This is an optimization exercise on Yosys and OpenROAD, whose aim is a short achievable clock period and few clock cycles, not a production implementation.
In this exercise RTL edits were held to simulation tests only and were not proved equivalent to the original.
Power figures rest on the tool's default switching activity, not on a simulated workload.

## risc8_core
module risc8_core (
	input logic clk,
	input logic reset,
	output logic [16-1:0] pc,
	input logic [15:0] cdata,
	output logic [16-1:0] data_addr,
	output logic data_wen,
	output logic data_ren,
	input logic [8-1:0] data_read,
	output logic [8-1:0] data_write
);
Size: about 790 flip-flops.
==> flow/config.mk <==
export PLATFORM = sky130hd
export DESIGN_NAME = risc8_core
export DESIGN_NICKNAME = risc8_core
export VERILOG_FILES = /design/flow/design.v
export SDC_FILE = /design/flow/constraint.sdc
export NUM_CORES = 4
export LEC_CHECK = 0
export ABC_CLOCK_PERIOD_IN_PS = 3000
export CAP_MARGIN = 20
export CORE_MARGIN = 2
export CORE_UTILIZATION = 40
export SLEW_MARGIN = 20
==> flow/constraint.sdc <==
create_clock -name core_clock -period 10.0 [get_ports {clk}]
set_input_delay 2.0000 -clock core_clock [delete_from_list [all_inputs] [get_ports {clk}]]
set_output_delay 2.0000 -clock core_clock [all_outputs]
set_load 0.01 [all_outputs]
standard.sh (not shown) runs the stock make flow with config.mk's settings and CLKGATE_MAP_FILE= SYNTH_SCRIPT=/design/flow/synth_recipe.tcl, a recipe that flattens the netlist after the stock synthesis.
==> flow/flow/run.sh <==
#!/bin/bash
set -euo pipefail
bash standard.sh SETUP_SLACK_MARGIN=7 finish > standard_flow.log 2>&1
The starting point finished clean.
Testbench counts at the start, summed over its fixed seeds: cycles 22,996.
Edit:
--- a/flow/design.v
+++ b/flow/design.v
@@ -172,32 +172,52 @@
 	end
 	logic [7:0] rf_a, rf_b, val_a, val_b;
 	logic fwd_ea, fwd_eb, fwd_la, fwd_lb;
 	assign rf_a = regs[sel_a];
 	assign rf_b = regs[sel_b];
 	assign fwd_ea = e_valid & e_we & (e_rd == sel_a);
 	assign fwd_eb = e_valid & e_we & (e_rd == sel_b);
 	assign fwd_la = ld2 & (ld2_rd == sel_a);
 	assign fwd_lb = ld2 & (ld2_rd == sel_b);
 	assign val_a = fwd_ea ? e_result : fwd_la ? data_read : rf_a;
 	assign val_b = fwd_eb ? e_result : fwd_lb ? data_read : rf_b;
 	logic [15:0] d_target, d_target1;
-	logic [15:0] c_off7, c_off12;
-	logic c_rjmp;
+	logic [15:0] d_tbr, d_tbr1, d_tj, d_tj1;
+	function automatic logic [15:0] add_br(input logic [15:0] p, input logic [6:0] k);
+		logic [7:0] lo;
+		logic [8:0] hi, hi_p, hi_m;
+		lo = {1'b0, p[6:0]} + {1'b0, k};
+		hi = p[15:7];
+		hi_p = p[15:7] + 9'd1;
+		hi_m = p[15:7] - 9'd1;
+		add_br = {k[6] ? (lo[7] ? hi : hi_m) : (lo[7] ? hi_p : hi), lo[6:0]};
+	endfunction
+	function automatic logic [15:0] add_j(input logic [15:0] p, input logic [11:0] k);
+		logic [12:0] lo;
+		logic [3:0] hi, hi_p, hi_m;
+		lo = {1'b0, p[11:0]} + {1'b0, k};
+		hi = p[15:12];
+		hi_p = p[15:12] + 4'd1;
+		hi_m = p[15:12] - 4'd1;
+		add_j = {k[11] ? (lo[12] ? hi : hi_m) : (lo[12] ? hi_p : hi), lo[11:0]};
+	endfunction
 	logic d_back;
 	logic d_redirect;
 	logic d_skipcls;
-	assign c_off12 = {{4{cdata[11]}}, cdata[11:0]};
-	assign c_off7 = {{9{cdata[9]}}, cdata[9:3]};
-	assign c_rjmp = cdata[15:12] == 4'hc;
+	assign d_tbr = add_br(d_pc1, ir[9:3]);
+	assign d_tbr1 = add_br(d_pc2, ir[9:3]);
+	assign d_tj = add_j(d_pc1, ir[11:0]);
+	assign d_tj1 = add_j(d_pc2, ir[11:0]);
+	assign d_target = ({16{i_rjmp}} & d_tj) | ({16{~i_rjmp}} & d_tbr);
+	assign d_target1 = ({16{i_rjmp}} & d_tj1) | ({16{~i_rjmp}} & d_tbr1);
 	assign d_back = ir[9];
 	assign d_skipcls = ~ir[9] & (ir[8:5] == 4'd0);
 	assign d_redirect = d_valid & ~d_pred & (d_hv == '0) & (i_rjmp | (i_br & d_back)) & ~e_redirect & ~annul_d;
 	logic [NB-1:0] hv, hvt;
 	logic btb_hit;
 	logic [15:0] btb_target, btb_target1;
 	always_comb begin
 		btb_target = 16'h0000;
 		btb_target1 = 16'h0000;
 		for (int i = 0; i < NB; i++) begin
 			hv[i] = bv[i] & (btag1[i] == fpc1);
 			hvt[i] = hv[i] & ~(bloop[i] & trip_v & (bcnt[i] == trip));
@@ -278,26 +298,24 @@
 			end
 		end
 	end
 	always_ff @(posedge clk) begin
 		data_addr <= cdata;
 		data_write <= val_a;
 		ld1_rd <= ir[8:4];
 		ld2_rd <= ld1_rd;
 		c_pc1 <= fpc1;
 		c_pc2 <= fpc2;
 		d_pc1 <= c_pc1;
 		d_pc2 <= c_pc2;
-		d_target <= c_rjmp ? c_pc1 + c_off12 : c_pc1 + c_off7;
-		d_target1 <= c_rjmp ? c_pc2 + c_off12 : c_pc2 + c_off7;
 		e_pc1 <= d_pc1;
 		e_pc2 <= d_pc2;
 		e_target <= d_target;
 		e_target1 <= d_target1;
 		e_isbr <= i_br;
 		e_isjmp <= i_rjmp;
 		e_back <= d_back;
 		e_skipcls <= i_br & d_skipcls;
 		e_brset <= ~ir[10];
 		e_brbit <= ir[2:0];
 		e_k <= ir[4:3];
 		e_a <= i_neg ? 8'h00 : val_a;
Outcome:
- wire length rose by a few percent
- power fell by a few percent
- register-to-register slack loses 0.07 ns
- combinational power rose by roughly a tenth
- core utilization fell by 0.20 points
- cell area rose slightly
- sequential power fell by a few percent
- synthesized cell count rose by a few percent
- critical path depth fell by 14
- die area rose slightly
- first-iteration DRC count fell by a few percent
Testbench counts after the change, summed over its fixed seeds: cycles 22,996.

-- separate check: timing with driven ports --
The flow's constraints put no driver on any port. The routed layouts listed below were extracted and timed again, unchanged, in two steps. Step 1 sets driving cells, clkbuf_16 on the clock port and buf_2 on the other inputs (assumed; they add their load-dependent delay and slew). Step 2 adds t to the input delays and takes it off the output delays; t is the mean of the earliest and latest rising clock arrival at the registers after step 1. Input paths then give back, and output paths get back, about the clock's delay inside the block. Three values: ideal ports, drivers, drivers and shift; two values: the first two.
run	shift t [ns]	slack for setup (ns)	worst hold slack (ns)	latest minus earliest clock arrival (ns)	slew at the worst register clock pin (ns)
the first run	0.727	5.907 / 5.910 / 5.183	0.314 / 0.314 / 0.314	0.042 / 0.042	0.07 / 0.07
the second run	0.705	6.871 / 6.800 / 6.376	0.321 / 0.321 / 0.321	0.032 / 0.032	0.07 / 0.07
After both steps every run listed still meets setup and hold. For the first run, which loses most, drivers alone change the setup slack by +0.003 ns; drivers and shift together by -0.724 ns.
